Context: an optimization exercise on an open-source flow, tuned for small area and a short achievable clock period. The choices shown serve that exercise and are no tape-out recipe.
The RTL was checked by simulation tests, not by an equivalence proof against the original design.
No activity file was given, so power comes from the tool's default toggle rates.

### flow/run.sh
#!/bin/bash
# synth_recipe.tcl (not shown) runs the flow's synth.tcl, then flattens the netlist and writes it again
# the make line also repeats each setting of config.mk as NAME=value (left out here)
make -C /OpenROAD-flow-scripts/flow DESIGN_CONFIG=/design/flow/config.mk WORK_HOME=/design/flow/orfs CLKGATE_MAP_FILE= SYNTH_SCRIPT=/design/flow/synth_recipe.tcl finish
### flow/config.mk
export PLATFORM = sky130hd
export DESIGN_NAME = mini_mcu
export DESIGN_NICKNAME = mini_mcu
export VERILOG_FILES = /design/flow/design.v
export SDC_FILE = /design/flow/constraint.sdc
export NUM_CORES = 8
export LEC_CHECK = 0
export CAP_MARGIN = 20
export CORE_MARGIN = 2
export CORE_UTILIZATION = 30
export PLACE_DENSITY = 0.35
export SLEW_MARGIN = 20
export SYNTH_MEMORY_MAX_BITS = 16384
### flow/constraint.sdc
create_clock -name core_clock -period 7.5 [get_ports {clk_i}]
set_input_delay 1.5000 -clock core_clock [delete_from_list [all_inputs] [get_ports {clk_i}]]
set_output_delay 1.5000 -clock core_clock [all_outputs]
set_load 0.01 [all_outputs]
### flow/design.v
package mcu_pkg;
  localparam int unsigned XLEN = 32;
  typedef struct packed {
    logic            req;
    logic            we;
    logic [XLEN-1:0] addr;
    logic [XLEN-1:0] wdata;
  } obi_req_t;
  typedef struct packed {
    logic            gnt;
    logic            rvalid;
    logic [XLEN-1:0] rdata;
  } obi_resp_t;
  localparam int unsigned NUM_MASTERS = 2;
  localparam int unsigned     REGION_LSB = 16;
  localparam logic [XLEN-1:0] RAM_BASE   = 32'h0000_0000;
  localparam logic [XLEN-1:0] AO_BASE    = 32'h0001_0000;
  localparam logic [XLEN-1:0] GPIO_OUT_OFFSET = 32'h0000_0000;
  localparam logic [XLEN-1:0] GPIO_OE_OFFSET  = 32'h0000_0004;
  localparam logic [XLEN-1:0] GPIO_IN_OFFSET  = 32'h0000_0008;
  localparam logic [XLEN-1:0] STATUS_OFFSET   = 32'h0000_000C;
  localparam logic [XLEN-1:0] EXIT_OFFSET     = 32'h0000_0010;
  localparam int unsigned DEFAULT_RAM_WORDS     = 256;
  localparam int unsigned DEFAULT_NUM_GPIO      = 8;
  localparam int unsigned DEFAULT_PRELOAD_WORDS = 16;
  localparam logic [XLEN-1:0] PRELOAD_KEY = 32'h5A5A_0000;
endpackage
`timescale 1ns/1ps
module bus_arbiter #(
  parameter int unsigned NUM_MASTERS = 2
) (
  input  logic                                      clk_i,
  input  logic                                      rst_n_i,
  input  logic [NUM_MASTERS-1:0]                    m_req_i,
  input  logic [NUM_MASTERS-1:0]                    m_we_i,
  input  logic [NUM_MASTERS-1:0][mcu_pkg::XLEN-1:0] m_addr_i,
  input  logic [NUM_MASTERS-1:0][mcu_pkg::XLEN-1:0] m_wdata_i,
  output logic [NUM_MASTERS-1:0]                    m_gnt_o,
  output logic [NUM_MASTERS-1:0]                    m_rvalid_o,
  output logic [NUM_MASTERS-1:0][mcu_pkg::XLEN-1:0] m_rdata_o,
  output mcu_pkg::obi_req_t                         bus_req_o,
  input  logic                                      bus_rvalid_i,
  input  logic [mcu_pkg::XLEN-1:0]                  bus_rdata_i
);
  localparam int unsigned IDX_W = (NUM_MASTERS > 1) ? $clog2(NUM_MASTERS) : 1;
  logic [IDX_W-1:0] last_q;
  logic [IDX_W-1:0] rsp_idx_q;
  logic [IDX_W-1:0] gnt_idx;
  logic             gnt_valid;
  always_comb begin
    int unsigned cand;
    gnt_valid = 1'b0;
    gnt_idx   = last_q;
    for (int unsigned k = 1; k <= NUM_MASTERS; k++) begin
      cand = (last_q + k) % NUM_MASTERS;
      if (!gnt_valid && m_req_i[cand]) begin
        gnt_valid = 1'b1;
        gnt_idx   = IDX_W'(cand);
      end
    end
  end
  always_comb begin
    bus_req_o.req   = gnt_valid;
    bus_req_o.we    = m_we_i[gnt_idx];
    bus_req_o.addr  = m_addr_i[gnt_idx];
    bus_req_o.wdata = m_wdata_i[gnt_idx];
  end
  always_comb begin
    for (int i = 0; i < NUM_MASTERS; i++) begin
      m_gnt_o[i]    = gnt_valid && (gnt_idx == IDX_W'(i));
      m_rvalid_o[i] = bus_rvalid_i && (rsp_idx_q == IDX_W'(i));
      m_rdata_o[i]  = (rsp_idx_q == IDX_W'(i)) ? bus_rdata_i : '0;
    end
  end
  always_ff @(posedge clk_i) begin
    if (!rst_n_i) begin
      last_q    <= IDX_W'(NUM_MASTERS - 1);
      rsp_idx_q <= '0;
    end else if (gnt_valid) begin
      last_q    <= gnt_idx;
      rsp_idx_q <= gnt_idx;
    end
  end
endmodule
`timescale 1ns/1ps
module slave_demux #(
  parameter int unsigned RAM_WORDS = 256
) (
  input  logic                      clk_i,
  input  logic                      rst_n_i,
  input  mcu_pkg::obi_req_t         bus_req_i,
  output logic                      bus_rvalid_o,
  output logic [mcu_pkg::XLEN-1:0]  bus_rdata_o,
  output mcu_pkg::obi_req_t         ram_req_o,
  input  logic [mcu_pkg::XLEN-1:0]  ram_rdata_i,
  output mcu_pkg::obi_req_t         ao_req_o,
  input  logic [mcu_pkg::XLEN-1:0]  ao_rdata_i
);
  localparam int unsigned LSB = mcu_pkg::REGION_LSB;
  logic [mcu_pkg::XLEN-1:0] offset;
  logic                     ram_hit;
  logic                     ao_hit;
  logic                     ram_sel_q;
  logic                     ao_sel_q;
  logic                     valid_q;
  assign offset  = {{(mcu_pkg::XLEN - LSB){1'b0}}, bus_req_i.addr[LSB-1:0]};
  assign ram_hit = ((bus_req_i.addr >> LSB) == (mcu_pkg::RAM_BASE >> LSB)) &&
                   (offset[mcu_pkg::XLEN-1:2] < RAM_WORDS);
  assign ao_hit  = (bus_req_i.addr >> LSB) == (mcu_pkg::AO_BASE >> LSB);
  always_comb begin
    ram_req_o      = bus_req_i;
    ram_req_o.addr = offset;
    ram_req_o.req  = bus_req_i.req && ram_hit;
    ao_req_o       = bus_req_i;
    ao_req_o.addr  = offset;
    ao_req_o.req   = bus_req_i.req && ao_hit;
  end
  always_ff @(posedge clk_i) begin
    if (!rst_n_i) begin
      valid_q   <= 1'b0;
      ram_sel_q <= 1'b0;
      ao_sel_q  <= 1'b0;
    end else begin
      valid_q   <= bus_req_i.req;
      ram_sel_q <= bus_req_i.req && ram_hit;
      ao_sel_q  <= bus_req_i.req && ao_hit;
    end
  end
  assign bus_rvalid_o = valid_q;
  assign bus_rdata_o  = ram_sel_q ? ram_rdata_i :
                        ao_sel_q  ? ao_rdata_i  : '0;
endmodule
`timescale 1ns/1ps
module ram_bank #(
  parameter int unsigned RAM_WORDS = 256
) (
  input  logic                      clk_i,
  input  mcu_pkg::obi_req_t         req_i,
  output logic [mcu_pkg::XLEN-1:0]  rdata_o
);
  localparam int unsigned AW = (RAM_WORDS > 1) ? $clog2(RAM_WORDS) : 1;
  logic [mcu_pkg::XLEN-1:0] mem [RAM_WORDS];
  logic [mcu_pkg::XLEN-1:0] rdata_q;
  logic [AW-1:0]            word_idx;
  assign word_idx = req_i.addr[AW+1:2];
  always_ff @(posedge clk_i) begin
    if (req_i.req) begin
      if (req_i.we) begin
        mem[word_idx] <= req_i.wdata;
      end else begin
        rdata_q <= mem[word_idx];
      end
    end
  end
  assign rdata_o = rdata_q;
endmodule
`timescale 1ns/1ps
module ao_peripheral #(
  parameter int unsigned NUM_GPIO = 8
) (
  input  logic                      clk_i,
  input  logic                      rst_n_i,
  input  mcu_pkg::obi_req_t         req_i,
  output logic [mcu_pkg::XLEN-1:0]  rdata_o,
  input  logic                      pre_load_finished_i,
  input  logic [NUM_GPIO-1:0]       gpio_i,
  output logic [NUM_GPIO-1:0]       gpio_o,
  output logic [NUM_GPIO-1:0]       gpio_oe_o,
  output logic                      exit_valid_o,
  output logic [mcu_pkg::XLEN-1:0]  exit_value_o
);
  logic [NUM_GPIO-1:0]      gpio_out_q;
  logic [NUM_GPIO-1:0]      gpio_oe_q;
  logic [NUM_GPIO-1:0]      gpio_meta_q;
  logic [NUM_GPIO-1:0]      gpio_sync_q;
  logic                     exit_valid_q;
  logic [mcu_pkg::XLEN-1:0] exit_value_q;
  logic [mcu_pkg::XLEN-1:0] rdata_d;
  logic [mcu_pkg::XLEN-1:0] rdata_q;
  logic                     wr_en;
  assign wr_en = req_i.req && req_i.we;
  always_ff @(posedge clk_i) begin
    if (!rst_n_i) begin
      gpio_out_q   <= '0;
      gpio_oe_q    <= '0;
      exit_valid_q <= 1'b0;
      exit_value_q <= '0;
    end else if (wr_en) begin
      case (req_i.addr)
        mcu_pkg::GPIO_OUT_OFFSET: gpio_out_q <= req_i.wdata[NUM_GPIO-1:0];
        mcu_pkg::GPIO_OE_OFFSET:  gpio_oe_q  <= req_i.wdata[NUM_GPIO-1:0];
        mcu_pkg::EXIT_OFFSET: begin
          exit_valid_q <= 1'b1;
          exit_value_q <= req_i.wdata;
        end
        default: ;
      endcase
    end
  end
  always_ff @(posedge clk_i) begin
    gpio_meta_q <= gpio_i;
    gpio_sync_q <= gpio_meta_q;
  end
  always_comb begin
    case (req_i.addr)
      mcu_pkg::GPIO_OUT_OFFSET: rdata_d = mcu_pkg::XLEN'(gpio_out_q);
      mcu_pkg::GPIO_OE_OFFSET:  rdata_d = mcu_pkg::XLEN'(gpio_oe_q);
      mcu_pkg::GPIO_IN_OFFSET:  rdata_d = mcu_pkg::XLEN'(gpio_sync_q);
      mcu_pkg::STATUS_OFFSET:   rdata_d = mcu_pkg::XLEN'(pre_load_finished_i);
      mcu_pkg::EXIT_OFFSET:     rdata_d = exit_value_q;
      default:                  rdata_d = '0;
    endcase
  end
  always_ff @(posedge clk_i) begin
    if (req_i.req && !req_i.we) begin
      rdata_q <= rdata_d;
    end
  end
  assign rdata_o      = rdata_q;
  assign gpio_o       = gpio_out_q;
  assign gpio_oe_o    = gpio_oe_q;
  assign exit_valid_o = exit_valid_q;
  assign exit_value_o = exit_value_q;
endmodule
`timescale 1ns/1ps
module pre_load_mem #(
  parameter int unsigned PRELOAD_WORDS = 16
) (
  input  logic               clk_i,
  input  logic               rst_n_i,
  output mcu_pkg::obi_req_t  master_req_o,
  input  mcu_pkg::obi_resp_t master_resp_i,
  output logic               pre_load_finished_o
);
  localparam int unsigned CW = $clog2(PRELOAD_WORDS + 1);
  logic          started_q;
  logic          finished_q;
  logic [CW-1:0] issue_cnt_q;
  logic [1:0]    outst_q;
  logic          all_issued;
  assign all_issued = (issue_cnt_q == CW'(PRELOAD_WORDS));
  always_comb begin
    master_req_o.req   = started_q && !all_issued;
    master_req_o.we    = 1'b1;
    master_req_o.addr  = mcu_pkg::RAM_BASE + (mcu_pkg::XLEN'(issue_cnt_q) << 2);
    master_req_o.wdata = mcu_pkg::PRELOAD_KEY ^ mcu_pkg::XLEN'(issue_cnt_q);
  end
  always_ff @(posedge clk_i) begin
    if (!rst_n_i) begin
      started_q   <= 1'b0;
      finished_q  <= 1'b0;
      issue_cnt_q <= '0;
      outst_q     <= '0;
    end else begin
      started_q <= 1'b1;
      if (master_resp_i.gnt) begin
        issue_cnt_q <= issue_cnt_q + 1'b1;
      end
      case ({master_resp_i.gnt, master_resp_i.rvalid})
        2'b10:   outst_q <= outst_q + 1'b1;
        2'b01:   outst_q <= outst_q - 1'b1;
        default: ;
      endcase
      if (all_issued && master_resp_i.rvalid && outst_q == 2'd1) begin
        finished_q <= 1'b1;
      end
    end
  end
  assign pre_load_finished_o = finished_q;
endmodule
`timescale 1ns/1ps
module mini_mcu #(
  parameter int unsigned RAM_WORDS     = mcu_pkg::DEFAULT_RAM_WORDS,
  parameter int unsigned NUM_GPIO      = mcu_pkg::DEFAULT_NUM_GPIO,
  parameter int unsigned PRELOAD_WORDS = mcu_pkg::DEFAULT_PRELOAD_WORDS
) (
  input  logic                      clk_i,
  input  logic                      rst_n_i,
  input  logic                      host_req_i,
  input  logic                      host_we_i,
  input  logic [mcu_pkg::XLEN-1:0]  host_addr_i,
  input  logic [mcu_pkg::XLEN-1:0]  host_wdata_i,
  output logic                      host_gnt_o,
  output logic                      host_rvalid_o,
  output logic [mcu_pkg::XLEN-1:0]  host_rdata_o,
  input  logic [NUM_GPIO-1:0]       gpio_i,
  output logic [NUM_GPIO-1:0]       gpio_o,
  output logic [NUM_GPIO-1:0]       gpio_oe_o,
  output logic                      exit_valid_o,
  output logic [mcu_pkg::XLEN-1:0]  exit_value_o
);
  logic [mcu_pkg::NUM_MASTERS-1:0]                    m_req;
  logic [mcu_pkg::NUM_MASTERS-1:0]                    m_we;
  logic [mcu_pkg::NUM_MASTERS-1:0][mcu_pkg::XLEN-1:0] m_addr;
  logic [mcu_pkg::NUM_MASTERS-1:0][mcu_pkg::XLEN-1:0] m_wdata;
  logic [mcu_pkg::NUM_MASTERS-1:0]                    m_gnt;
  logic [mcu_pkg::NUM_MASTERS-1:0]                    m_rvalid;
  logic [mcu_pkg::NUM_MASTERS-1:0][mcu_pkg::XLEN-1:0] m_rdata;
  mcu_pkg::obi_req_t                             preload_req;
  mcu_pkg::obi_resp_t                            preload_resp;
  logic                                          pre_load_finished;
  mcu_pkg::obi_req_t        bus_req;
  logic                     bus_rvalid;
  logic [mcu_pkg::XLEN-1:0] bus_rdata;
  mcu_pkg::obi_req_t        ram_req;
  logic [mcu_pkg::XLEN-1:0] ram_rdata;
  mcu_pkg::obi_req_t        ao_req;
  logic [mcu_pkg::XLEN-1:0] ao_rdata;
  assign m_req   = {preload_req.req,   host_req_i};
  assign m_we    = {preload_req.we,    host_we_i};
  assign m_addr  = {preload_req.addr,  host_addr_i};
  assign m_wdata = {preload_req.wdata, host_wdata_i};
  assign host_gnt_o          = m_gnt[0];
  assign host_rvalid_o       = m_rvalid[0];
  assign host_rdata_o        = m_rdata[0];
  assign preload_resp.gnt    = m_gnt[1];
  assign preload_resp.rvalid = m_rvalid[1];
  assign preload_resp.rdata  = m_rdata[1];
  pre_load_mem #(
    .PRELOAD_WORDS(PRELOAD_WORDS)
  ) i_pre_load_mem (
    .clk_i,
    .rst_n_i,
    .master_req_o       (preload_req),
    .master_resp_i      (preload_resp),
    .pre_load_finished_o(pre_load_finished)
  );
  bus_arbiter #(
    .NUM_MASTERS(mcu_pkg::NUM_MASTERS)
  ) i_bus_arbiter (
    .clk_i,
    .rst_n_i,
    .m_req_i      (m_req),
    .m_we_i       (m_we),
    .m_addr_i     (m_addr),
    .m_wdata_i    (m_wdata),
    .m_gnt_o      (m_gnt),
    .m_rvalid_o   (m_rvalid),
    .m_rdata_o    (m_rdata),
    .bus_req_o    (bus_req),
    .bus_rvalid_i (bus_rvalid),
    .bus_rdata_i  (bus_rdata)
  );
  slave_demux #(
    .RAM_WORDS(RAM_WORDS)
  ) i_slave_demux (
    .clk_i,
    .rst_n_i,
    .bus_req_i   (bus_req),
    .bus_rvalid_o(bus_rvalid),
    .bus_rdata_o (bus_rdata),
    .ram_req_o   (ram_req),
    .ram_rdata_i (ram_rdata),
    .ao_req_o    (ao_req),
    .ao_rdata_i  (ao_rdata)
  );
  ram_bank #(
    .RAM_WORDS(RAM_WORDS)
  ) i_ram_bank (
    .clk_i,
    .req_i  (ram_req),
    .rdata_o(ram_rdata)
  );
  ao_peripheral #(
    .NUM_GPIO(NUM_GPIO)
  ) i_ao_peripheral (
    .clk_i,
    .rst_n_i,
    .req_i              (ao_req),
    .rdata_o            (ao_rdata),
    .pre_load_finished_i(pre_load_finished),
    .gpio_i,
    .gpio_o,
    .gpio_oe_o,
    .exit_valid_o,
    .exit_value_o
  );
endmodule
==> results.txt <==
kinds of logic (layout without fill, tap and decap cells):
| family | Yosys count | count (layout) |
|---|---|---|
| buffers and inverters | 1321 | 3680 |
| adders and majority gates | 4 | 4 |
| other | 0 | 156 |
| muxes | 1292 | 1292 |
| and+or+nand+nor | 5834 | 5834 |
| AOI/OAI and AO/OA | 3415 | 3415 |
| DFF | 8335 | 8335 |
| xor gates and xnor gates | 6 | 6 |
stage by stage:
step	setup TNS, ns	setup WS [ns]	utilization	std cells	power [mW]
after global routing	0	0.645	0.362	36973	112
after global placement	-16.79	-1.55	0.334	35132	65.7
after detailed placement	-3.62	-0.861	0.335	35165	65.8
after floorplan	0	0.844	-	20207	58.7
after CTS	0	0.482	0.362	36890	110
final	0	0.412	0.362	37047	109
cells in the mapped netlist, types with 79 or more instances:
master / instances / area [µm²]
mux4_2: 566 / 12700
a211oi_1: 147 / 1100
buf_4: 160 / 1200
a32oi_1: 124 / 1090
buf_2: 587 / 2940
mux2i_1: 721 / 7220
o22ai_1: 333 / 2080
a21oi_1: 1429 / 7150
a22oi_1: 559 / 4200
nand2_1: 3916 / 14700
nand3_1: 717 / 3590
clkbuf_1: 400 / 1500
buf_1: 124 / 465
dfxtp_1: 79 / 1580
nand4_1: 141 / 882
nor2_1: 457 / 1720
o21ai_0: 103 / 515
and3_1: 257 / 1610
edfxtp_1: 8256 / 248000
nor4_1: 173 / 1080
a31oi_1: 296 / 1850
a311oi_1: 137 / 1200
cell usage in the layout (no fill, tap or decap), types with 19 or more instances in the layout:
| cell | n |
|---|---|
| a32oi_1 | 123 |
| o22ai_1 | 328 |
| nand4_1 | 141 |
| and3_1 | 256 |
| nor3_1 | 38 |
| o21ai_0 | 85 |
| nor2_4 | 285 |
| a311oi_1 | 136 |
| mux2i_1 | 720 |
| buf_4 | 1280 |
| o211ai_1 | 34 |
| a211oi_1 | 141 |
| nand2_1 | 3886 |
| nor2_1 | 164 |
| clkinv_2 | 133 |
| clkdlybuf4s50_1 | 158 |
| clkinv_1 | 279 |
| or4_1 | 27 |
| and2_1 | 29 |
| a21oi_2 | 35 |
| a21oi_1 | 1390 |
| o21ai_1 | 19 |
| buf_12 | 479 |
| nand3_1 | 712 |
| bufinv_16 | 35 |
| a22oi_1 | 556 |
| a31oi_1 | 292 |
| a221oi_1 | 27 |
| nor4_1 | 134 |
| clkbuf_16 | 955 |
| diode_2 | 156 |
| clkbuf_1 | 265 |
| dfxtp_1 | 79 |
| mux4_2 | 566 |
| a211o_1 | 25 |
| edfxtp_1 | 8256 |
| o2111ai_1 | 22 |
| nand2_4 | 22 |
| nor4_2 | 29 |
| a22o_1 | 25 |
layout make-up:
type | count | area share
multi-input combinational | 10551 | 0.181
clock inverter | 499 | 0.00942
tap | 14325 | 0.0462
sequential | 8335 | 0.644
clock buffer | 1226 | 0.0644
timing repair buffer | 1937 | 0.0545
inverter | 18 | 0.000329
antenna | 156 | 0.00101
registers in the layout, summed over array words and instances (netlist names), 2 cells and up:
signal	count
i_ram_bank.rdata_q	32
i_ao_peripheral.gpio_meta_q	8
i_pre_load_mem.issue_cnt_q	5
i_ram_bank.mem	8192
i_ao_peripheral.gpio_out_q	8
i_ao_peripheral.gpio_oe_q	8
i_ao_peripheral.rdata_q	32
i_ao_peripheral.exit_value_q	32
i_pre_load_mem.outst_q	2
i_ao_peripheral.gpio_sync_q	8
routing by layer:
| layer | wire (µm) | vias to the layer above |
|---|---|---|
| met5 | 179 | - |
| met4 | 69100 | 26 |
| met1 | 665000 | 110793 |
| met3 | 102000 | 1908 |
| met2 | 710000 | 8186 |
| li1 | - | 82241 |
worst paths after layout:
check / from / end / slack [ns]
max: host_req_i / i_ram_bank.rdata_q[26] / 0.41
min: i_ao_peripheral.gpio_meta_q[1] / i_ao_peripheral.gpio_sync_q[1] / 0.32
max reg2reg: i_bus_arbiter.last_q / i_ram_bank.rdata_q[26] / 0.56
min reg2reg: i_ao_peripheral.gpio_meta_q[1] / i_ao_peripheral.gpio_sync_q[1] / 0.32
power by group through the flow:
| stage | clock (mW) | combinational (mW) | sequential (mW) |
|---|---|---|---|
| 5_1_grt | 46.8 | 13.6 | 51.7 |
| 2_1_floorplan | 0 | 5.75 | 52.9 |
| 3_5_place_dp | 0 | 13.1 | 52.7 |
| 6_report | 44.4 | 13.1 | 51.7 |
| 4_1_cts | 45.2 | 13.1 | 51.7 |
| 3_3_place_gp | 0 | 13.0 | 52.7 |
critical path, stage by stage:
cell and delay, ns:
clkdlybuf4s50_1 0.84, nand2b_2 0.25, buf_4 0.31, o211a_1 0.48
a211oi_4 0.12, buf_12 0.23, nand2_4 0.57, buf_12 0.29
buf_12 0.20, buf_4 0.28, o22ai_1 0.19, o21ai_0 0.67
nand3_1 0.67, or4_1 0.68, nor3_1 0.21, buf_4 0.26
o221ai_1 0.17
==> impl_metrics.toml <==
[status]
status = "no timing/DRC/antenna violations"

[clock_tree]
clk_latency_ns = 1.27
numCtsBuffers = 944
post-cts-setup-buffers = 0
hold_buffers = 0
cts.path.max_buffers = 5
ctsResizeCount = 0
ctsRootBufferMaster = "clkbuf_16"
clock-sinks = 8335
tritoncts = "done"
htreeDepth = 6
path_clk_slew_ns = 0.06

[grt]
grt_first_pass_wirelength_mm = 2010
grt_util_met2 = 0.439
met1_usage = 0.385
grt_pass1_vias = 193470
grt_busiest_layer = "met2"
grt_max_degree = 127
antenna_found_initial = 187
grt_use_total = 0.278
grtUsageMet3 = 0.0463
grt.overflow.total = 0

[synth]
synth_compound_area_frac = 0.0672
yosysWarnings = 5
syn-mean-instance-area_um2 = 16.0
synth_top_family_by_area = "simple AND/OR/NAND/NOR gates"
synth_seq_area_share = 0.774
yosys.area_share.xor_xnor = 0.000163
synthArstFlopShare = 0
synth-simple-area-share = 0.0766
ys_seq_elements = 8335
syn_area_um2 = 323000
syn-instance-count = 20207
yosysUniqueCellTypes = 82
syn_nets = 20287
synth_edf_count = 8256
yosys.area_share.adder = 0.000155
synthFlopType = "edfxtp_1"
synthMuxAreaShare = 0.0621

[floorplanning]
design.die.area_um2 = 1080000
initial_core_util = 0.301
fp.dieH_mm = 1.04
io_pins = 159
dieWidth_mm = 1.04
rows = 380
core_um2 = 1070000

[layout]
fill_cells = 101769
seq_area_um2 = 249000
syn2layout_area_growth_pct = 20.2
final_cell_area_um2 = 388000
drive_above_1_share = 0.180
multi_input_area_um2 = 70000
fin_nets = 21867

[critical_path]
worstPathArrival_ns = 8.07
worstSetupPathType = "primary input to register"
cp-start-kind = "primary input"
path_max_fanout = 18
crit_required_ns = 8.48
r2r_cells = 15
crit_path_end_kind = "register"

[power]
netSwitchingFraction = 0.269
peakVddDrop_mv = 0.209
p_leak_nw = 128
power_switching_mw = 29.4
seq_power_share = 0.473
power_frac_comb = 0.120
p_int_mw = 79.8
clockPowerShare = 0.406
powerDensity_nw_per_um2 = 282

[timing]
relSlewSlack = 0.144
timing.hold.ws_ns = 0.321
finalCritPeriodShare = 0.945
report.final.slew_viol_count = 0
fin_crit_ns = 7.09
tightest_slew_ns = 1.28
finClkSkew_ns = 0.120
max_freq_mhz = 141
hold_viol = 0
rsz0062_at_grt = "false"
finalSetupViolCount = 0

[drt]
ant_nets = 0
drt_first_iter_violations = 25473
dr.pass1.iters = 8
viasPerCell = 5.48
drc_errors = 0
vias = 203154
wl_per_cell_um = 41.7
drt-total-wl_mm = 1550

[hold_path]
hold_class = "register to register"
hold_path_depth = 0

[placed_design]
placed_area_um2 = 359000
place.gp.congestion = 0.861
port_buffers = 158
hpwl_mm = 983

[run]
drv_cap = 0

## separate check: timing with driven ports
The flow's constraints put no driver on any port. The routed layout listed below was extracted and timed again, unchanged, in two steps. Step 1: set_driving_cell puts a clkbuf_16 on clk_i and a buf_2 on each other input, an assumption about the parent block. Step 2 moves the port delays by t, midway between the first and last clock arrival at a register: inputs arrive t later, outputs are due t later. That takes back most of the time a late clock gives input paths. a / b / c = ideal / step 1 / step 2; a / b = the first two.
shift t [ns]: 1.367
setup WS [ns]: 0.412 / 0.538 / -0.829
worst register clock-pin slew, ns: 0.07 / 0.07
cell pins on the clock port's net: 1
With both steps, setup timing fails in this run, where it was met with ideal ports. For this run, drivers alone change the setup slack by +0.126 ns; drivers and shift together by -1.241 ns.
